Context: an optimization exercise on an open-source flow, tuned for small area, a short achievable clock period and few clock cycles per item. The choices shown serve that exercise and are no tape-out recipe. Only simulation tests tie the RTL to the original design; equivalence was not proved. No activity file was given, so power comes from the tool's default toggle rates.

### design.v
`timescale 1ns / 1ps
package nmpt_pkg;
   localparam int PAGE_W     = 11;
   localparam int WAIT_W     = 16;
   localparam int RETRY_W    = 8;
   localparam int TOTAL_W    = 32;
   localparam int CMP_W      = 17;   
   localparam int CSR_IDX_W  = 2;
   localparam int CSR_DATA_W = 16;
   localparam logic [PAGE_W-1:0]  PAGE_COUNT_RST  = 11'd1024;
   localparam logic [WAIT_W-1:0]  WAIT_TICKS_RST  = 16'd1000;
   localparam logic [RETRY_W-1:0] RETRY_LIMIT_RST = 8'd5;
   typedef enum logic [2:0] {
      OP_COMPLAINT   = 3'd0,
      OP_PAGE_RESENT = 3'd1,
      OP_QUERY_PAGE  = 3'd2,
      OP_TICK        = 3'd3,
      OP_ARM_WAIT    = 3'd4,
      OP_CLEAR_ALL   = 3'd5
   } op_type;
   typedef enum logic [2:0] {
      CC_PAGE_RECEIVED = 3'd0,
      CC_START_OK      = 3'd1,
      CC_EOF_OK        = 3'd2,
      CC_MISSING_PAGE  = 3'd3,
      CC_LAST_MISSING  = 3'd4
   } complaint_type;
   typedef enum logic [CSR_IDX_W-1:0] {
      CSR_PAGE_COUNT  = 2'd0,
      CSR_WAIT_TICKS  = 2'd1,
      CSR_RETRY_LIMIT = 2'd2
   } csr_index_type;
   typedef enum logic [1:0] {
      ST_SWEEP,
      ST_IDLE,
      ST_EXEC
   } state_type;
   typedef struct packed {
      logic [2:0]        operation;
      logic [2:0]        complaint_code;
      logic              frame_ok;
      logic [PAGE_W-1:0] page;
   } req_type;
   typedef struct packed {
      logic               handled;
      logic               page_missing;
      logic               any_missing;
      logic [TOTAL_W-1:0] missing_reports;
      logic               peer_ready;
      logic               resend;
      logic               timed_out;
   } rsp_type;
endpackage
`timescale 1ns / 1ps
module nmpt_ram (
   input  logic        clock,
   input  logic [3:0]  row_set_lo,
   input  logic [7:0]  row_set_hi,
   input  logic [3:0]  row_clr_lo,
   input  logic [7:0]  row_clr_hi,
   input  logic [31:0] col_wr_n,     
   input  logic [31:0] col_rd,       
   output logic [31:0] col_bits      
);
   logic [31:0] row_set_n, row_clr_n;
   for (genvar i = 0; i < 32; i++) begin : g_line
      assign row_set_n[i] = !(row_set_lo[i % 4] && row_set_hi[i / 4]);
      assign row_clr_n[i] = !(row_clr_lo[i % 4] && row_clr_hi[i / 4]);
   end
   for (genvar r = 0; r < 32; r++) begin : g_row
      logic [31:0] bits, kept;
      assign kept = ~(bits & ({32{row_clr_n[r]}} | col_wr_n));
      always_ff @(posedge clock) begin
         bits <= ~(kept & ({32{row_set_n[r]}} | col_wr_n));
      end
      assign col_bits[r] = |(bits & col_rd);
   end
endmodule
`timescale 1ns / 1ps
import nmpt_pkg::*;
module nak_missing_page_tracker #(
   parameter int MAX_PAGES = 1024
) (
   input  logic                  clock,
   input  logic                  reset,
   input  logic                  req_valid,
   output logic                  req_stall,
   input  nmpt_pkg::req_type     req_data,
   output logic                  rsp_valid,
   input  logic                  rsp_stall,
   output nmpt_pkg::rsp_type     rsp_data,
   input  logic                  csr_wr_en,
   input  logic [CSR_IDX_W-1:0]  csr_index,
   input  logic [CSR_DATA_W-1:0] csr_wr_data
);
   logic [PAGE_W-1:0]    page_count_ff;
   logic [WAIT_W-1:0]    wait_ticks_ff;
   logic [RETRY_W-1:0]   retry_limit_ff;
   logic [2:0]           owed_ff,   owed_in;
   logic                 stall_ff;
   logic                 b_valid, b_set, b_clr, b_clrall, b_qry;
   logic                 b_handled, b_ready, b_tick, b_arm;
   logic [4:0]           b_row;
   logic [3:0]           b_row_lo;
   logic [31:0]          b_col_rd;
   logic [31:0]          b_col_wr_n;
   logic [3:0]           b_row_slo, b_row_clo;
   logic [7:0]           b_row_shi, b_row_chi;
   logic                 c_valid, c_set, c_clr, c_clrall, c_qry;
   logic                 c_handled, c_ready, c_tick, c_arm;
   logic [2:0]           c_row_hi;
   logic [7:0]           c_bits;     
   logic [10:0]          marked_ff;
   logic                 ready_ff,  waiting_ff;
   logic [WAIT_W-1:0]    e1_ff;      
   logic [RETRY_W-1:0]   x1_ff;      
   typedef struct packed {
      logic handled;
      logic page_missing;
      logic any_missing;
      logic report;
      logic peer_ready;
      logic resend;
      logic timed_out;
   } res_type;
   logic                 r_valid;
   res_type              r_res;
   logic [TOTAL_W-1:0]   r_total;
   res_type              q0, q1, q2;    
   logic [1:0]           q_head, q_tail, q_cnt;
   logic              accept;
   logic              is_cmp, in_range, is_report;
   logic [PAGE_W-1:0] page;
   assign req_stall = stall_ff;
   assign accept    = req_valid && !stall_ff;
   assign page      = req_data.page;
   assign is_cmp    = req_data.operation == 3'd0;
   assign in_range  = (page != '0) && (page <= page_count_ff)
                   && (!page[10] || (page[9:0] == '0));
   assign is_report = is_cmp && req_data.frame_ok
                   && (req_data.complaint_code == 3'd3 || req_data.complaint_code == 3'd4);
   logic [9:0] entry;
   logic       set_w, clr_w, wipe;
   assign entry = is_cmp ? page[9:0] - 10'd1 : page[9:0];
   assign set_w = accept && !reset && is_report && in_range;
   assign clr_w = accept && !reset && req_data.operation == 3'd1 && !page[10];
   assign wipe  = reset || (accept && req_data.operation == 3'd5);
   always_ff @(posedge clock) begin
      b_valid   <= accept && !reset;
      b_set     <= set_w;
      b_clr     <= clr_w;
      b_clrall  <= accept && !reset && req_data.operation == 3'd5;
      b_qry     <= accept && !reset && req_data.operation == 3'd2 && !page[10];
      b_handled <= accept && !reset && is_cmp && req_data.frame_ok
                && (req_data.complaint_code <= 3'd4);
      b_ready   <= accept && !reset && is_cmp && req_data.frame_ok
                && (req_data.complaint_code == 3'd1 || req_data.complaint_code == 3'd2
                    || (req_data.complaint_code == 3'd4 && in_range));
      b_tick    <= accept && !reset && req_data.operation == 3'd3;
      b_arm     <= accept && !reset && req_data.operation == 3'd4;
      b_row     <= entry[9:5];
      b_col_wr_n <= ~((32'b1 << entry[4:0]) | {32{wipe}});
      b_row_slo <= 4'b1 << entry[6:5];
      b_row_shi <= (8'b1 << entry[9:7]) & {8{set_w}};
      b_row_clo <= (4'b1 << entry[6:5]) | {4{wipe}};
      b_row_chi <= ((8'b1 << entry[9:7]) & {8{clr_w}}) | {8{wipe}};
      b_col_rd  <= 32'b1 << entry[4:0];
      b_row_lo  <= 4'b1 << entry[6:5];
   end
   logic [31:0] col_bits;
   logic [7:0]  row_pick;
   for (genvar j = 0; j < 8; j++) begin : g_pick
      assign row_pick[j] = |(col_bits[4*j +: 4] & b_row_lo);
   end
   nmpt_ram u_bitmap (
      .clock    (clock),
      .row_set_lo (b_row_slo),
      .row_set_hi (b_row_shi),
      .row_clr_lo (b_row_clo),
      .row_clr_hi (b_row_chi),
      .col_wr_n   (b_col_wr_n),
      .col_rd     (b_col_rd),
      .col_bits (col_bits)
   );
   always_ff @(posedge clock) begin
      c_valid   <= b_valid   && !reset;
      c_set     <= b_set     && !reset;
      c_clr     <= b_clr     && !reset;
      c_clrall  <= b_clrall  && !reset;
      c_qry     <= b_qry     && !reset;
      c_handled <= b_handled && !reset;
      c_ready   <= b_ready   && !reset;
      c_tick    <= b_tick    && !reset;
      c_arm     <= b_arm     && !reset;
      c_row_hi  <= b_row[4:2];
      c_bits    <= row_pick;
   end
   logic              old_bit, mark, unmark;
   logic [10:0]       marked_in;
   logic              any_in;
   logic              ready_in, waiting_in;
   logic [WAIT_W-1:0] e1_in, e1_inc;
   logic [RETRY_W-1:0] x1_in, x1_inc;
   logic              ticking, expired, retry_left;
   res_type           res;
   assign old_bit = c_bits[c_row_hi];
   assign mark    = c_set && !old_bit;
   assign unmark  = c_clr && old_bit;
   always_comb begin
      if (c_clrall) begin
         marked_in = '0;
         any_in    = 1'b0;
      end else if (mark) begin
         marked_in = marked_ff + 11'd1;
         any_in    = 1'b1;
      end else if (unmark) begin
         marked_in = marked_ff - 11'd1;
         any_in    = marked_ff != 11'd1;
      end else begin
         marked_in = marked_ff;
         any_in    = marked_ff != 11'd0;
      end
   end
   assign e1_inc     = (e1_ff != '1) ? e1_ff + WAIT_W'(1) : e1_ff;
   assign x1_inc     = (x1_ff != '1) ? x1_ff + RETRY_W'(1) : x1_ff;
   assign ticking    = c_tick && waiting_ff && !ready_ff;
   assign expired    = e1_ff >= wait_ticks_ff;
   assign retry_left = x1_ff < retry_limit_ff;
   always_comb begin
      ready_in   = ready_ff;
      waiting_in = waiting_ff;
      e1_in      = e1_ff;
      x1_in      = x1_ff;
      if (c_ready) begin
         ready_in   = 1'b1;
         waiting_in = 1'b0;
      end
      if (c_handled && waiting_in) begin
         e1_in = WAIT_W'(1);
      end
      if (ticking) begin
         e1_in = e1_inc;
         if (expired) begin
            x1_in = x1_inc;
            if (retry_left) begin
               e1_in = WAIT_W'(1);
            end else begin
               waiting_in = 1'b0;
            end
         end
      end
      if (c_arm) begin
         ready_in   = 1'b0;
         waiting_in = 1'b1;
         e1_in      = WAIT_W'(1);
         x1_in      = RETRY_W'(1);
      end
   end
   assign res.handled      = c_handled;
   assign res.page_missing = c_qry && old_bit;
   assign res.any_missing  = any_in;
   assign res.report       = c_set;
   assign res.peer_ready   = ready_in;
   assign res.resend       = ticking && expired && retry_left;
   assign res.timed_out    = ticking && expired && !retry_left;
   logic    r_free, take, from_q, from_res, push;
   res_type ld_res;
   logic [1:0] q_head_nx, q_tail_nx;
   assign r_free   = !r_valid || !rsp_stall;
   assign take     = r_valid && !rsp_stall;
   assign from_q   = r_free && (q_cnt != 2'd0);
   assign from_res = r_free && (q_cnt == 2'd0) && c_valid;
   assign push     = c_valid && !from_res;
   always_comb begin
      if (q_cnt == 2'd0) begin
         ld_res = res;
      end else begin
         case (q_head)
            2'd0:    ld_res = q0;
            2'd1:    ld_res = q1;
            default: ld_res = q2;
         endcase
      end
   end
   assign q_head_nx = (q_head == 2'd2) ? 2'd0 : q_head + 2'd1;
   assign q_tail_nx = (q_tail == 2'd2) ? 2'd0 : q_tail + 2'd1;
   assign rsp_valid               = r_valid;
   assign rsp_data.handled        = r_res.handled;
   assign rsp_data.page_missing   = r_res.page_missing;
   assign rsp_data.any_missing    = r_res.any_missing;
   assign rsp_data.missing_reports = r_total;
   assign rsp_data.peer_ready     = r_res.peer_ready;
   assign rsp_data.resend         = r_res.resend;
   assign rsp_data.timed_out      = r_res.timed_out;
   always_comb begin
      owed_in = owed_ff + 3'(accept) - 3'(take);
   end
   always_ff @(posedge clock) begin
      if (reset) begin
         r_valid  <= 1'b0;
         q_head   <= '0;
         q_tail   <= '0;
         q_cnt    <= '0;
         r_total  <= '0;
         owed_ff  <= '0;
         stall_ff <= 1'b0;
      end else begin
         owed_ff  <= owed_in;
         stall_ff <= owed_in >= 3'd4;
         if (r_free) begin
            r_valid <= (q_cnt != 2'd0) || c_valid;
         end
         if (from_q || from_res) begin
            if (ld_res.report && r_total != '1) begin
               r_total <= r_total + TOTAL_W'(1);
            end
         end
         if (from_q) begin
            q_head <= q_head_nx;
         end
         if (push) begin
            q_tail <= q_tail_nx;
         end
         q_cnt <= q_cnt + 2'(push) - 2'(from_q);
      end
   end
   always_ff @(posedge clock) begin
      if (reset) begin
         r_res <= '0;
      end else if (from_q || from_res) begin
         r_res <= ld_res;
      end
      if (push && q_tail == 2'd0) q0 <= res;
      if (push && q_tail == 2'd1) q1 <= res;
      if (push && q_tail == 2'd2) q2 <= res;
   end
   always_ff @(posedge clock) begin
      if (reset) begin
         page_count_ff  <= PAGE_COUNT_RST;
         wait_ticks_ff  <= WAIT_TICKS_RST;
         retry_limit_ff <= RETRY_LIMIT_RST;
         marked_ff      <= '0;
         ready_ff       <= 1'b0;
         waiting_ff     <= 1'b0;
         e1_ff          <= WAIT_W'(1);
         x1_ff          <= RETRY_W'(1);
      end else begin
         marked_ff  <= marked_in;
         ready_ff   <= ready_in;
         waiting_ff <= waiting_in;
         e1_ff      <= e1_in;
         x1_ff      <= x1_in;
         if (csr_wr_en) begin
            case (csr_index)
               CSR_PAGE_COUNT:  page_count_ff  <= csr_wr_data[PAGE_W-1:0];
               CSR_WAIT_TICKS:  wait_ticks_ff  <= csr_wr_data[WAIT_W-1:0];
               CSR_RETRY_LIMIT: retry_limit_ff <= csr_wr_data[RETRY_W-1:0];
               default: ;
            endcase
         end
      end
   end
endmodule
`timescale 1ns / 1ps
module nmpt_top (
   input  logic        clock,
   input  logic        reset,
   input  logic        req_valid,
   output logic        req_stall,
   input  logic [2:0]  req_op,
   input  logic [2:0]  req_code,
   input  logic        req_frame_ok,
   input  logic [10:0] req_page,
   output logic        rsp_valid,
   input  logic        rsp_stall,
   output logic        rsp_handled,
   output logic        rsp_page_missing,
   output logic        rsp_any_missing,
   output logic [31:0] rsp_missing_reports,
   output logic        rsp_peer_ready,
   output logic        rsp_resend,
   output logic        rsp_timed_out,
   input  logic        csr_wr_en,
   input  logic [1:0]  csr_index,
   input  logic [15:0] csr_wr_data
);
   nmpt_pkg::req_type req_word;
   nmpt_pkg::rsp_type rsp_word;
   assign req_word.operation      = req_op;
   assign req_word.complaint_code = req_code;
   assign req_word.frame_ok       = req_frame_ok;
   assign req_word.page           = req_page;
   assign rsp_handled         = rsp_word.handled;
   assign rsp_page_missing    = rsp_word.page_missing;
   assign rsp_any_missing     = rsp_word.any_missing;
   assign rsp_missing_reports = rsp_word.missing_reports;
   assign rsp_peer_ready      = rsp_word.peer_ready;
   assign rsp_resend          = rsp_word.resend;
   assign rsp_timed_out       = rsp_word.timed_out;
   nak_missing_page_tracker #(
      .MAX_PAGES (1024)
   ) u_tracker (
      .clock       (clock),
      .reset       (reset),
      .req_valid   (req_valid),
      .req_stall   (req_stall),
      .req_data    (req_word),
      .rsp_valid   (rsp_valid),
      .rsp_stall   (rsp_stall),
      .rsp_data    (rsp_word),
      .csr_wr_en   (csr_wr_en),
      .csr_index   (csr_index),
      .csr_wr_data (csr_wr_data)
   );
endmodule
### flow/run.sh
#!/bin/bash
export SETUP_SLACK_MARGIN=5.5
bash standard.sh > standard.log 2>&1
status=$?
cp -r orfs/logs/sky130hd/nmpt_top/base orfs_logs 2>/dev/null
exit $status
### standard.sh
#!/bin/bash
# synth_recipe.tcl (not shown) runs the flow's synth.tcl, then flattens the netlist and writes it again
# the make line also repeats each setting of config.mk as NAME=value (left out here)
make -C /OpenROAD-flow-scripts/flow DESIGN_CONFIG=/design/flow/config.mk WORK_HOME=/design/flow/orfs CLKGATE_MAP_FILE= SYNTH_SCRIPT=/design/flow/synth_recipe.tcl "${@:-finish}"
### config.mk
export PLATFORM = sky130hd
export DESIGN_NAME = nmpt_top
export DESIGN_NICKNAME = nmpt_top
export VERILOG_FILES = /design/flow/design.v
export SDC_FILE = /design/flow/constraint.sdc
export NUM_CORES = 4
export LEC_CHECK = 0
export CAP_MARGIN = 20
export CORE_MARGIN = 2
export CORE_UTILIZATION = 55
export CTS_CLUSTER_DIAMETER = 100
export CTS_CLUSTER_SIZE = 28
export SLEW_MARGIN = 20
### constraint.sdc
create_clock -name core_clock -period 8.0 [get_ports {clock}]
set_input_delay 1.6000 -clock core_clock [delete_from_list [all_inputs] [get_ports {clock}]]
set_output_delay 1.6000 -clock core_clock [all_outputs]
set_load 0.01 [all_outputs]
==> results.yml, run 1 <==
cells_and_area:
  multi_input_area_mm2: 0.0215
  final_cell_mix: "o21ai_0 (2071), dfxtp_1 (1154), a22oi_1 (512), nor2_1 (172), nand4_1 (166)"
  final_layout_size_suffix_gt1_share_pct: 10.4
  syn2layout_area_growth_pct: 8.55
  nets: 5299
  utilization_pct: 60.5
  nFillCells: 7753
  layout_commonest_cell: "o21ai_0"
  seq_area_mm2: 0.0262
global_routing:
  met1_usage_pct: 55.2
  grt.total_usage_pct: 39.8
  grt_pass1_vias: 37900
  grt_use_met3_pct: 7.40
  grt_use_met2_pct: 60.6
  grt_overflow: 0
  grt_first_pass_wirelength_um: 266000
  antenna_found_initial: 5
  grt_max_degree: 65
  top_usage_layer: "met2"
synthesis:
  syn_area_mm2: 0.0486
  synth_warnings: 2
  syn-num-nets: 5586
  synth-seq-area-share_pct: 53.4
  synth-xor-area-share_pct: 0.974
  avgSynthCellArea_um2: 8.83
  synth_cell_types: 61
  synth_top_family_by_area: "compound AO/OA/AOI/OAI gates"
  synth_compound_area_share_pct: 32.1
  synth-seq-cells: 1285
  syn_inst: 5498
  synth_enable_flop_cells: 21
  synth-simple-area-share_pct: 6.88
  yosys-mux-area-fraction_pct: 0.533
  synth-main-ff-cell: "dfxtp_1"
  synthArstFlopShare_pct: 0
  synth_fa_ha_area_share_pct: 1.23
setup_path:
  critPathSlowestCell: "dfxtp_4"
  cp_max_fo: 2
  critPathBufInv: 1
  crit_chain: "buf_6"
  max_stage_delay_ns: 0.38
  crit_type: "reg -> out"
  end_kind: "output port"
  reg2reg_depth: 5
  cp-start-kind: "flip-flop"
  critPathTopFamily: "flip-flops"
  cp.required_ns: 6.40
  cp.arrival_ns: 1.15
  cp_num_cells: 1
die:
  die_area_mm2: 0.0907
  core_area_mm2: 0.0872
  io_pins: 81
  die_h_um: 301
  num_rows: 108
  die_w_um: 301
  start_util_pct: 55.7
placement:
  place.gp.congestion: 0.832
  port_buffers: 80
  dp_hpwl_um: 98000
sta:
  worst_pin_slew_ns: 1.21
  maxSlewViolCount: 0
  grt_setup_unrepaired: "true"
  fin_crit_ns: 2.75
  slew_headroom_pct: 19.0
  hold_viol_final: 0
  finalCritPeriodShare_pct: 34.4
  finalSetupTns_ns: 0
  setup_viol: 0
  fmax_mhz: 363
  worst_clock_skew_ns: 0.0432
drt:
  ant_nets: 0
  drt_iter0_drc: 6408
  post-route-drc-count: 0
  via_count: 43200
  wl_per_cell_um: 29.4
  firstDrtPassIters: 6
  wirelength_um: 187000
  via_per_inst: 6.77
run:
  maxCapViolCount: 0
clock_tree:
  cts_made_buffers: 51
  htreeDepth: 2
  cts_buffer_depth: 3
  postCtsHoldBufs: 0
  root_buffer: "clkbuf_16"
  clkLatencyLatePin_ns: 0.70
  cts_tree: "built"
  cts_num_sinks: 1285
  path_clk_slew_ns: 0.11
pwr:
  peakVddDrop_uv: 219
  power_density_mw_per_mm2: 206
  power_leakage_nw: 18.0
  p_clk_share_pct: 29.9
  intPower_w: 0.00794
  p_sw_w: 0.00294
  seq_power_share_pct: 62.6
  pwr-share-comb_pct: 7.5
  switching_share_pct: 27.0
run_status:
  outcome: "no timing/DRC/antenna violations"
hold_path:
  whs_path_depth: 0
  hold_class: "reg -> reg"
final timing paths:
kind                                from  slack [ns]                endpoint
setup reg to reg  u_tracker.b_col_rd[24]        5.33     u_tracker.c_bits[1]
setup / recovery    u_tracker.r_total[3]        5.25  rsp_missing_reports[3]
hold reg to reg       u_tracker.b_row[3]        0.35   u_tracker.c_row_hi[1]
hold / removal        u_tracker.b_row[3]        0.35   u_tracker.c_row_hi[1]
layout make-up:
type | instances | area share [%]
Inverter | 68 | 0.496
Antenna cell | 1 | 0.00475
Sequential cell | 1285 | 49.6
Clock buffer | 64 | 2.61
Multi-Input combinational cell | 3582 | 40.7
Timing Repair Buffer | 223 | 3.79
Tap cell | 1155 | 2.74
cell families (layout without fill, tap and decap cells):
group                      after synthesis  count (layout)
and+or+nand+nor                        672             672
adders and majority gates               47              47
muxes                                   23              23
xor gates and xnor gates                54              54
buffers and inverters                  632             355
other                                    0               1
AOI/OAI and AO/OA                     2785            2786
DFF                                   1285            1285
registers in the layout (all words and copies together), names as in the netlist, 11 cells and up:
| register | cells |
|---|---|
| u_tracker.marked_ff | 11 |
| u_tracker.wait_ticks_ff | 16 |
| u_tracker.e1_ff | 16 |
| u_tracker.b_col_wr_n | 32 |
| u_tracker.r_total | 32 |
| u_tracker.u_bitmap.g_row.bits | 1024 |
| u_tracker.b_col_rd | 32 |
| u_tracker.page_count_ff | 11 |
routing by layer:
| layer | wire, um | part of all wire [%] | up-vias |
|---|---|---|---|
| met3 | 20300 | 11 | 512 |
| met1 | 76400 | 41 | 21000 |
| met4 | 9490 | 5.1 | 6 |
| li1 | - | - | 19500 |
| met2 | 81100 | 43 | 2267 |
| met5 | 161 | 0.086 | - |
Yosys cell counts (11+ instances only):
cell | n | area (um^2)
o21ai_0 | 2081 | 10400
dfxtp_1 | 1264 | 25300
clkbuf_1 | 530 | 1990
a22oi_1 | 512 | 3840
nor2_1 | 185 | 694
nand4_1 | 166 | 1040
nand2_1 | 143 | 537
inv_1 | 68 | 255
a21oi_1 | 64 | 320
ha_1 | 46 | 576
nand3_1 | 45 | 225
o41ai_1 | 34 | 298
xor2_1 | 33 | 289
buf_1 | 29 | 109
a31oi_1 | 28 | 175
nor3_1 | 28 | 140
and3_1 | 24 | 150
edfxtp_1 | 21 | 631
xnor2_1 | 21 | 184
nor2b_1 | 20 | 125
mux2i_1 | 18 | 180
or3_1 | 13 | 81.3
and2_1 | 11 | 68.8
repair_timing:
item                                    4_1_cts  5_1_grt
buffers inserted                             54       20
resized for setup                           443      105
endpoints found under the setup margin      293      669
gates cloned                                  0        1
pin swaps                                    21       29
stage by stage:
stage	worst slack (ns)	cells	cell area, um^2	hold WS [ns]	total power, W
2_1_floorplan	5.01	5498	49000	0.310	0.00721
3_3_place_gp	3.94	6238	49700	0.311	0.00764
3_5_place_dp	3.90	6238	49700	0.323	0.00765
4_1_cts	5.22	6356	52100	0.341	0.0108
5_1_grt	5.22	6377	52700	0.352	0.0112
6_report	5.25	6378	52700	0.346	0.0109
power by group through the flow:
stage,combinational (W),clock [W],sequential [W]
2_1_floorplan,0.000536,0,0.00667
6_report,0.000818,0.00325,0.00681
3_3_place_gp,0.000714,0,0.00693
3_5_place_dp,0.000721,0,0.00693
4_1_cts,0.000771,0.00325,0.00678
5_1_grt,0.000861,0.00349,0.00680
worst register-to-register path, stage by stage (launching register included):
cell and delay (ns):
dfxtp_2 0.50, buf_4 0.40, a22oi_1 0.34, nand4_1 0.20
o41ai_4 0.64, nand4_1 0.36
Testbench counts, summed over its fixed seeds: cycles 16,352, items 16,320.
==> run 2, diff against run 1 <==
--- a/config.mk
+++ b/config.mk
@@ -9,5 +9,5 @@
 export CORE_MARGIN = 2
 export CORE_UTILIZATION = 55
 export CTS_CLUSTER_DIAMETER = 100
-export CTS_CLUSTER_SIZE = 28
+export CTS_CLUSTER_SIZE = 26
 export SLEW_MARGIN = 20
==> run 2 against run 1 <==
  * Via count rose by 0.27%
  * Sequential cell count unchanged
  * Power up 1.4%
  * Critical endpoint is now u_tracker.u_bitmap.g_row[2].bits[31]
  * Register-to-register slack worse by 0.14 ns
  * Clock power rose by 5%
  * Count of clock-buffer cells in the layout is 2 higher
  * Combinational power barely moved
  * Sequential share of layout area down 0.10 points
  * Non-clock buffer count is 3 lower
==> results.yml, run 2 <==
pwr:
  power_density_mw_per_mm2: 209
  power_leakage_nw: 18.1
  peakVddDrop_uv: 211
cells_and_area:
  final_cell_mix: "o21ai_0 (2071), dfxtp_1 (1156), a22oi_1 (512), nor2_1 (174), nand4_1 (166)"
  antennaDiodeCount: 0
  layout_commonest_cell: "o21ai_0"
  top_register: "u_tracker.u_bitmap.g_row.bits"
  syn2layout_area_growth_pct: 8.78
  final_layout_size_suffix_gt1_share_pct: 10.4
  fin_area_mm2: 0.0528
  largest_register_ffs: 1024
  nets: 5301
sta:
  grt_setup_unrepaired: "true"
  fmax_mhz: 356
  worst_clock_skew_ns: 0.0282
  maxSlewViolCount: 0
  fin_crit_ns: 2.81
  slew_headroom_pct: 16.0
  worst_pin_slew_ns: 1.26
  setup_viol: 0
  finalSetupTns_ns: 0
  finalCritPeriodShare_pct: 35.1
  hold_viol_final: 0
synthesis:
  synth_top_area_share_pct: 52.1
  syn_area_mm2: 0.0486
  synth_top_cells_by_area: "dfxtp_1 (52%), o21ai_0 (21%), a22oi_1 (7.9%)"
  avgSynthCellArea_um2: 8.83
  synth_commonest_cells: "o21ai_0 (2081), dfxtp_1 (1264), clkbuf_1 (530)"
  yosysMostFrequentCell: "o21ai_0"
  synth_largest_area_cell: "dfxtp_1"
  synthArstFlopShare_pct: 0
  synth-main-ff-cell: "dfxtp_1"
  syn-num-nets: 5586
  synth_cell_types: 61
  synth_warnings: 2
  synth_enable_flop_cells: 21
  syn_inst: 5498
  synth-seq-area-share_pct: 53.4
  synth-seq-cells: 1285
die:
  start_util_pct: 55.7
  num_rows: 108
  die_w_um: 301
  die_h_um: 301
  io_pins: 81
  die_area_mm2: 0.0907
  core_area_mm2: 0.0872
placement:
  port_buffers: 80
  placed_area_mm2: 0.0497
  dp_hpwl_um: 98000
  place.gp.congestion: 0.832
clock_tree:
  cts_made_buffers: 56
  cts_tree: "built"
  root_buffer: "clkbuf_16"
  path_clk_slew_ns: 0.10
  cts_buffer_depth: 3
  htreeDepth: 2
  clkLatencyLatePin_ns: 0.68
  cts_num_sinks: 1285
  postCtsHoldBufs: 0
run_status:
  outcome: "no timing/DRC/antenna violations"
setup_path:
  crit_type: "reg -> reg"
  reg2reg_depth: 3
  cp_max_fo: 32
  r2r_slack_ns: 5.19
  cp.required_ns: 8.55
  cp.arrival_ns: 3.36
  reg2reg_to: "u_tracker.u_bitmap.g_row[2].bits[31]"
  cp-start-kind: "flip-flop"
  worst_r2r_startpoint: "u_tracker.b_row_clo[2]"
  end_kind: "flip-flop"
drt:
  wl_per_cell_um: 29.4
  wirelength_um: 187000
  post-route-drc-count: 0
  firstDrtPassIters: 9
  drt_iter0_drc: 6838
  via_per_inst: 6.79
  ant_nets: 0
  via_count: 43300
global_routing:
  grt_overflow: 0
  antenna_found_initial: 5
  grt.total_usage_pct: 39.8
  grt_first_pass_wirelength_um: 266000
  grt_pass1_vias: 37800
  grt_max_degree: 65
hold_path:
  whs_path_depth: 0
  hold_class: "reg -> reg"
  hold_start: "u_tracker.b_row[3]"
  whs_endpoint: "u_tracker.c_row_hi[1]"
run:
  maxCapViolCount: 0
[run 2: final cells by class]
class                      count  area [um^2]
clock buffer                  66         1460
inverter                      68          259
sequential                  1285        26200
multi-input combinational   3582        21500
timing repair buffer         220         1970
tap                         1155         1450
clock inverter                 5         72.6
fill                        7753        34300
[run 2: critical path, cell delays in order (launching register included)]
cell	delay, ns
dfxtp_1	1.17
nand2_1	0.93
o21ai_0	0.43
o21ai_0	0.13
[run 2: report_power, final]
part           total, W  switching, W  internal (W)
Combinational  0.000817      0.000581      0.000236
Sequential      0.00681      0.000328       0.00648
Clock           0.00340       0.00209       0.00131
Total            0.0110       0.00300       0.00803
[run 2: kinds of logic after synthesis]
| group | share of synthesized area [%] |
|---|---|
| AO/OA/AOI/OAI | 32.1 |
| flip-flops | 53.4 |
| AND/OR/NAND/NOR | 6.88 |
| buffers and inverters | 4.91 |
| XOR/XNOR | 0.974 |
| adder cells (fa/ha/maj) | 1.23 |
| multiplexers | 0.533 |
[run 2: repair_timing]
| item | 4_1_cts | 5_1_grt |
|---|---|---|
| endpoints found under the setup margin | 262 | 769 |
| gates cloned | 0 | 1 |
| resized for setup | 444 | 97 |
| buffers inserted | 55 | 16 |
| pin swaps | 21 | 25 |
[run 2: worst max-delay path by stage]
stage / slack [ns] / cells past startpoint / to / startpoint
6_report: 5.19 / 3 / u_tracker.u_bitmap.g_row[2].bits[31] / u_tracker.b_row_clo[2]
4_1_cts: 5.21 / 1 / rsp_missing_reports[0] / u_tracker.r_total[0]
5_1_grt: 5.16 / 3 / u_tracker.u_bitmap.g_row[2].bits[16] / u_tracker.b_row_clo[2]
3_3_place_gp: 3.94 / 7 / u_tracker.b_col_wr_n[26] / req_op[1]
2_1_floorplan: 5.01 / 8 / u_tracker.b_row_shi[3] / req_op[0]
3_5_place_dp: 3.90 / 8 / u_tracker.b_row_chi[3] / req_op[0]
[run 2: routing by layer]
metal	vias to the layer above	share of wire, %	global-route usage, %
met2	2290	43	60.5
met1	21100	41	55.6
met4	4	5.1	17.2
li1	19500	-	-
met5	-	0.042	0.529
met3	488	11	6.91
[run 2: stage by stage]
stage               utilization (%)  cells  power [W]  setup WS (ns)  hold slack (ns)
finish                         60.6   6381     0.0110           5.19            0.341
floorplan                         -   5498    0.00721           5.01            0.310
global placement               57.0   6238    0.00764           3.94            0.311
detailed placement             57.0   6238    0.00765           3.90            0.323
CTS                            60.0   6364     0.0109           5.21            0.347
global route                   60.6   6381     0.0113           5.16            0.346
==> run 3, diff against run 2 <==
--- a/config.mk
+++ b/config.mk
@@ -8,6 +8,6 @@
 export CAP_MARGIN = 20
 export CORE_MARGIN = 2
 export CORE_UTILIZATION = 55
-export CTS_CLUSTER_DIAMETER = 100
-export CTS_CLUSTER_SIZE = 26
+export CTS_CLUSTER_DIAMETER = 70
+export CTS_CLUSTER_SIZE = 28
 export SLEW_MARGIN = 20
==> run 3 against run 2 <==
  * Still clean
  * Worst setup slack gained 0.018 ns
  * First-iteration DRC count is 4.9% lower
  * Combinational power decreased by 0.5%
  * Critical path depth is 2 lower
  * Power rose by 4.9%
  * Utilization grew 0.53 points
  * Clock skew rose by 0.010 ns
  * Non-clock buffer count decreased by 5
  * Via count up 0.20%
  * Sequential power about the same
  * Critical path type is now reg -> out
  * Critical endpoint is now rsp_missing_reports[3]
  * Largest cell class unchanged
==> results.yml, run 3 <==
setup_path:
  reg2reg_depth: 5
  reg2reg_to: "u_tracker.c_bits[1]"
  critPathSlowestCell: "dfxtp_4"
  crit_chain: "buf_6"
  cp.required_ns: 6.40
  cp_max_fo: 2
  cp_num_cells: 1
  r2r_slack_ns: 5.40
  end_kind: "output port"
  max_stage_delay_ns: 0.38
  setup.worst_path.start: "u_tracker.r_total[3]"
  cp.arrival_ns: 1.19
  cp-start-kind: "flip-flop"
  critPathBufInv: 1
  critPathTopFamily: "flip-flops"
  crit_type: "reg -> out"
  worst_r2r_startpoint: "u_tracker.b_col_rd[28]"
sta:
  maxSlewViolCount: 0
  fin_worst_hold_slack_ns: 0.342
  finalCritPeriodShare_pct: 34.9
  hold_viol_final: 0
  fin_crit_ns: 2.79
  setup_viol: 0
  grt_setup_unrepaired: "true"
  worst_clock_skew_ns: 0.0382
  worst_pin_slew_ns: 1.35
  fmax_mhz: 358
  finalSetupTns_ns: 0
  slew_headroom_pct: 10.1
hold_path:
  hold_class: "reg -> reg"
  whs_path_depth: 0
  hold_start: "u_tracker.b_row[3]"
  whs_endpoint: "u_tracker.c_row_hi[1]"
cells_and_area:
  nFillCells: 7725
  largest_register_ffs: 1024
  multi_input_area_mm2: 0.0214
  syn2layout_area_growth_pct: 9.73
  final_cell_mix: "o21ai_0 (2073), dfxtp_1 (1156), a22oi_1 (512), nor2_1 (178), nand4_1 (166)"
  nets: 5301
  top_register: "u_tracker.u_bitmap.g_row.bits"
  final_layout_size_suffix_gt1_share_pct: 10.8
  seq_area_mm2: 0.0262
  layout_commonest_cell: "o21ai_0"
run:
  maxCapViolCount: 0
clock_tree:
  cts_made_buffers: 61
  postCtsHoldBufs: 0
  root_buffer: "clkbuf_16"
  cts_num_sinks: 1285
  clkLatencyLatePin_ns: 0.72
  cts_tree: "built"
  cts_buffer_depth: 3
  htreeDepth: 2
  path_clk_slew_ns: 0.10
synthesis:
  synth_commonest_cells: "o21ai_0 (2081), dfxtp_1 (1264), clkbuf_1 (530)"
  syn_area_mm2: 0.0486
  synth_warnings: 2
  synth_top_cells_by_area: "dfxtp_1 (52%), o21ai_0 (21%), a22oi_1 (7.9%)"
  synth-seq-area-share_pct: 53.4
  synth_enable_flop_cells: 21
  synth_top_family_by_area: "compound AO/OA/AOI/OAI gates"
  yosys-mux-area-fraction_pct: 0.533
  synthArstFlopShare_pct: 0
  synth_compound_area_share_pct: 32.1
  syn-num-nets: 5586
  synth-main-ff-cell: "dfxtp_1"
  avgSynthCellArea_um2: 8.83
  syn_inst: 5498
  yosysMostFrequentCell: "o21ai_0"
  synth-simple-area-share_pct: 6.88
  synth_largest_area_cell: "dfxtp_1"
  synth-xor-area-share_pct: 0.974
  synth_top_area_share_pct: 52.1
  synth_cell_types: 61
  synth-seq-cells: 1285
  synth_fa_ha_area_share_pct: 1.23
pwr:
  power_leakage_nw: 18.3
  peakVddDrop_uv: 208
  power_density_mw_per_mm2: 217
global_routing:
  antenna_found_initial: 4
  grt_first_pass_wirelength_um: 267000
  grt_max_degree: 65
  grt.total_usage_pct: 39.9
  grt_pass1_vias: 38000
  grt_overflow: 0
drt:
  wirelength_um: 188000
  post-route-drc-count: 0
  drt_iter0_drc: 6506
  via_per_inst: 6.77
  wl_per_cell_um: 29.2
  ant_nets: 0
  firstDrtPassIters: 7
  via_count: 43400
placement:
  dp_hpwl_um: 98000
  port_buffers: 80
  place.gp.congestion: 0.832
die:
  die_w_um: 301
  die_h_um: 301
  die_area_mm2: 0.0907
  core_area_mm2: 0.0872
  num_rows: 108
  io_pins: 81
  start_util_pct: 55.7
run_status:
  outcome: "no timing/DRC/antenna violations"
run 3: cell counts after synthesis:
No cell type changed its count.
run 3: metrics by stage:
stage	setup slack (ns)	instances	utilization [%]	total power, W	instance area [um^2]
3_5_place_dp	3.90	6238	57.0	0.00765	49700
2_1_floorplan	5.01	5498	-	0.00721	49000
6_report	5.21	6413	61.2	0.0116	53300
5_1_grt	5.18	6412	61.1	0.0119	53300
4_1_cts	5.19	6392	60.5	0.0115	52700
3_3_place_gp	3.94	6238	57.0	0.00764	49700
run 3: layout make-up:
type | count | share of cell area (%)
timing repair buffer | 215 | 3.68
antenna | 1 | 0.00469
clock inverter | 33 | 0.775
inverter | 68 | 0.495
tap | 1155 | 2.71
multi-input combinational | 3582 | 40.1
clock buffer | 74 | 3.13
sequential | 1285 | 49.1
run 3: what timing repair did:
action | CTS | global route
buffers inserted | 47 | 19
cloned | 0 | 1
pin swaps | 18 | 25
endpoints found under the setup margin | 236 | 790
gates resized for setup | 419 | 112
run 3: how the worst max path moves through the flow:
| stage | end | slack [ns] |
|---|---|---|
| finish | rsp_missing_reports[3] | 5.21 |
| CTS | rsp_missing_reports[3] | 5.19 |
| global placement | u_tracker.b_col_wr_n[26] | 3.94 |
| detailed placement | u_tracker.b_row_chi[3] | 3.90 |
| floorplan | u_tracker.b_row_shi[3] | 5.01 |
| global route | rsp_missing_reports[21] | 5.18 |
run 3: metal layers:
metal / global-route usage (%) / part of all wire, % / up-vias
met5: 1.06 / 0.082 / -
met1: 55.4 / 40 / 20900
met4: 18.3 / 5.5 / 4
met3: 7.35 / 11 / 534
met2: 60.4 / 43 / 2427
li1: - / - / 19500
run 3: worst register-to-register path: stages (launching register included):
cell and delay (ns):
dfxtp_2 0.58, buf_4 0.44, a22oi_1 0.23, nand4_1 0.20
o41ai_4 0.57, nand4_1 0.36
run 3: cell families (layout without fill, tap and decap cells):
kind of cell             Yosys count  after routing
AO/OA/AOI/OAI                   2785           2786
adder cells (fa/ha/maj)           47             47
other                              0              1
XOR/XNOR                          54             54
flip-flops                      1285           1285
AND/OR/NAND/NOR                  672            672
multiplexers                      23             23
buffers and inverters            632            390
run 3: power by group:
| group | leakage, nW | total (W) | switching (W) | internal (W) |
|---|---|---|---|---|
| Sequential | 10.5 | 0.00681 | 0.000329 | 0.00648 |
| Combinational | 6.80 | 0.000813 | 0.000579 | 0.000234 |
| Clock | 1.01 | 0.00395 | 0.00229 | 0.00166 |

what the ideal ports hide:
Ports are ideal in the flow. The routed layouts listed here were re-timed in OpenROAD. Step 1 (the two cells are an assumption about what drives the block):
set clk [get_ports {clock}]
set_driving_cell -lib_cell sky130_fd_sc_hd__clkbuf_16 $clk
set_driving_cell -lib_cell sky130_fd_sc_hd__buf_2 [delete_from_list [all_inputs] $clk]
Step 2 adds t to the input delays and takes it off the output delays; t is the mean of the earliest and latest rising clock arrival at the registers after step 1. Input paths then give back, and output paths get back, about the clock's delay inside the block. Three values: no drivers, after step 1, after step 2; two values: the first two.
run | t (ns) | setup slack, ns | clock arrival spread, ns | worst register clock-pin slew, ns | cell pins on the clock port's net
run 1 | 0.742 | 5.245 / 5.173 / 4.766 | 0.051 / 0.051 | 0.12 / 0.12 | 1
run 2 | 0.745 | 5.191 / 5.154 / 4.764 | 0.042 / 0.042 | 0.11 / 0.11 | 1
run 3 | 0.780 | 5.209 / 5.137 / 4.778 | 0.061 / 0.061 | 0.11 / 0.11 | 1
After both steps setup and hold are still met in every run listed. The setup slack of run 1, which loses most, moves by -0.072 ns with the drivers and by -0.479 ns with both steps.
